Source: an optimization exercise on an open RTL-to-GDS flow (aim: small area). Production flows keep margins and buffers that such runs may drop. Function was checked by simulation only, so behaviour that the tests miss may differ from the original. No activity file was given, so power comes from the tool's default toggle rates.

// reg_file
module reg_file #(
   parameter int                DATA_W  = 32,
   parameter int                ADDR_W  = 5,
   parameter int                BYPASS  = 1,
   parameter logic [DATA_W-1:0] SP_INIT = 32'h7FFF_EFFC,
   parameter logic [DATA_W-1:0] GP_INIT = 32'h1000_8000
) (
   input  logic              clk,
   input  logic              rst_n,
   input  logic [ADDR_W-1:0] rd_addr1,
   input  logic [ADDR_W-1:0] rd_addr2,
   output logic [DATA_W-1:0] rd_data1,
   output logic [DATA_W-1:0] rd_data2,
   input  logic              wr_en,
   input  logic [ADDR_W-1:0] wr_addr,
   input  logic [DATA_W-1:0] wr_data,
   input  logic [ADDR_W-1:0] dbg_addr,
   output logic [DATA_W-1:0] dbg_data
);
   localparam int N_REGS = 2 ** ADDR_W;
   logic [N_REGS-1:1][DATA_W-1:0] regs;
   logic [N_REGS-1:1][DATA_W-1:0] regs_d;
   logic [N_REGS-1:1] valid;
   logic [N_REGS-1:1] wsel;     
   logic [N_REGS-1:1] wkeep;
   logic [N_REGS-1:1] sel1, sel2, seld;      
   logic [N_REGS-1:1] rsel1, rsel2, rseld;   
   logic              hit1, hit2;
   logic [DATA_W-1:0] rval1, rval2, rvald;   
   logic [3:0] lo1, lo2, lod, low;
   logic [7:0] hi1, hi2, hid, hiw;
   reg_file_dec2 u_lo1 (.a(rd_addr1[1:0]), .y(lo1));
   reg_file_dec2 u_lo2 (.a(rd_addr2[1:0]), .y(lo2));
   reg_file_dec2 u_lod (.a(dbg_addr[1:0]), .y(lod));
   reg_file_dec2 u_low (.a(wr_addr[1:0]),  .y(low));
   reg_file_dec3 u_hi1 (.a(rd_addr1[4:2]), .en(!hit1), .y(hi1));
   reg_file_dec3 u_hi2 (.a(rd_addr2[4:2]), .en(!hit2), .y(hi2));
   reg_file_dec3n u_hid (.a(dbg_addr[4:2]), .y(hid));
   reg_file_dec3 u_hiw (.a(wr_addr[4:2]),  .en(wr_en), .y(hiw));
   assign hit1 = (BYPASS != 0) && rst_n && wr_en && (wr_addr != '0) && (wr_addr == rd_addr1);
   assign hit2 = (BYPASS != 0) && rst_n && wr_en && (wr_addr != '0) && (wr_addr == rd_addr2);
   for (genvar i = 1; i < N_REGS; i++) begin : g_reg
      logic valid_d;
      reg_file_and2  u_wsel  (.a(low[i % 4]), .b(hiw[i / 4]), .y(wsel[i]));
      reg_file_nand2 u_wkeep (.a(low[i % 4]), .b(hiw[i / 4]), .y(wkeep[i]));
      reg_file_or2   u_vd    (.a(valid[i]), .b(wsel[i]), .y(valid_d));
  ...
Size in the first run: ~3800 cells after synthesis.
clock: 10.0 ns
lec_check: 0
cap_margin: 0
cell_pad_in_sites_detail_placement: 1
core_margin: 2
core_utilization: 40
place_density: 0.58
slew_margin: 0
synth_hierarchical: 1
cts_args: -sink_clustering_enable -repair_clock_nets -dont_use_dummy_load -sink_clustering_size 16 -sink_clustering_max_diameter 70 -buf_list sky130_fd_sc_hd__clkbuf_8 -root_buf sky130_fd_sc_hd__clkbuf_16
buffer_ports_args: -buffer_cell sky130_fd_sc_hd__buf_1
standard.sh (not shown) runs the stock make flow with config.mk's settings and CLKGATE_MAP_FILE= SYNTH_SCRIPT=/design/flow/synth_recipe.tcl, a recipe that flattens the netlist after the stock synthesis.
==> flow/flow/run.sh <==
#!/bin/bash
set -e
cat >> config.mk <<'EOC'
export CTS_ARGS = -sink_clustering_enable -repair_clock_nets -dont_use_dummy_load -sink_clustering_size 16 -sink_clustering_max_diameter 70 -buf_list sky130_fd_sc_hd__clkbuf_8 -root_buf sky130_fd_sc_hd__clkbuf_16
export BUFFER_PORTS_ARGS = -buffer_cell sky130_fd_sc_hd__buf_1
EOC
bash standard.sh > standard.log 2>&1
Edit:
CORE_UTILIZATION = 30   (was 40)
PLACE_DENSITY = 0.4   (was 0.58)
After rerunning:
- maximum frequency barely changes
- total power climbs by 4.3%
- worst setup slack degrades by 0.0063 ns
- sequential power rose by about 1%
- synthesized cell count is unchanged
- wire length increases by 17%
- synthesized area does not change
- non-clock buffer count goes up by 11
- worst hold slack is about the same
- core utilization shrinks by 10 points
- sequential share of layout area fell by 1.1 points

========
## v27
reg_file again, from the RTL that the note above started with.
clock: 10.0 ns
lec_check: 0
cap_margin: 5
cell_pad_in_sites_detail_placement: 1
core_margin: 2
core_utilization: 40
place_density: 0.58
slew_margin: 5
synth_hierarchical: 1
cts_args: -sink_clustering_enable -repair_clock_nets -dont_use_dummy_load -sink_clustering_size 16 -sink_clustering_max_diameter 70 -buf_list sky130_fd_sc_hd__clkbuf_8 -root_buf sky130_fd_sc_hd__clkbuf_16
buffer_ports_args: -buffer_cell sky130_fd_sc_hd__buf_1
Scripts as last shown in full above: flow/flow/run.sh
Modified inputs, v5 compared to v27
# v27
export LEC_CHECK = 0
export CAP_MARGIN = 5
export CELL_PAD_IN_SITES_DETAIL_PLACEMENT = 1
export CORE_MARGIN = 2
export CORE_UTILIZATION = 40
export PLACE_DENSITY = 0.58
export SLEW_MARGIN = 5
export SYNTH_HIERARCHICAL = 1
export CTS_ARGS = -sink_clustering_enable -repair_clock_nets -dont_use_dummy_load -sink_clustering_size 16 -sink_clustering_max_diameter 70 -buf_list sky130_fd_sc_hd__clkbuf_8 -root_buf sky130_fd_sc_hd__clkbuf_16
export BUFFER_PORTS_ARGS = -buffer_cell sky130_fd_sc_hd__buf_1
create_clock -name core_clock -period 10.0 [get_ports {clk}]
# v5
export LEC_CHECK = 0
export CAP_MARGIN = 0
export CELL_PAD_IN_SITES_DETAIL_PLACEMENT = 1
export CORE_MARGIN = 2
export CORE_UTILIZATION = 35
export PLACE_DENSITY = 0.5
export SLEW_MARGIN = 0
export SYNTH_HIERARCHICAL = 1
export CTS_ARGS = -sink_clustering_enable -repair_clock_nets -dont_use_dummy_load -sink_clustering_size 16 -sink_clustering_max_diameter 70 -buf_list sky130_fd_sc_hd__clkbuf_8 -root_buf sky130_fd_sc_hd__clkbuf_16
export BUFFER_PORTS_ARGS = -buffer_cell sky130_fd_sc_hd__buf_1
create_clock -name core_clock -period 10.0 [get_ports {clk}]
Notes after the runs:
Compared with v27, in v5 height of the chip saw an increase, count of clock-buffer cells in the layout saw an increase, core utilization of the finished layout saw a decrease. v5: final critical path time including I/O delays and setup higher than v27.

==> port drivers added, routing unchanged <==
In the flow no input, the clock included, has a driving cell. The finished layouts below were timed again as built, in two steps. Step 1 assumes that a clkbuf_16 drives the clock port and a buf_2 every other input. Step 2, shift: input delay + t, output delay - t, t = (earliest + latest rising clock arrival at the registers) / 2. This alone moves slack from input paths to output paths. Slacks: no drivers / after step 1 / after step 2; pairs: no drivers / after step 1.
run	t, ns	setup WS [ns]	clock arrival spread, ns	slew at the worst register clock pin (ns)
the first run of note 1	0.718	1.693 / 1.669 / 1.669	0.072 / 0.071	0.12 / 0.12
the second run of note 1	0.769	1.687 / 1.664 / 1.664	0.092 / 0.092	0.11 / 0.11
v27	0.718	1.693 / 1.669 / 1.669	0.072 / 0.071	0.12 / 0.12
v5	0.755	1.583 / 1.561 / 1.561	0.074 / 0.074	0.12 / 0.12
After both steps setup and hold are still met in every run listed.
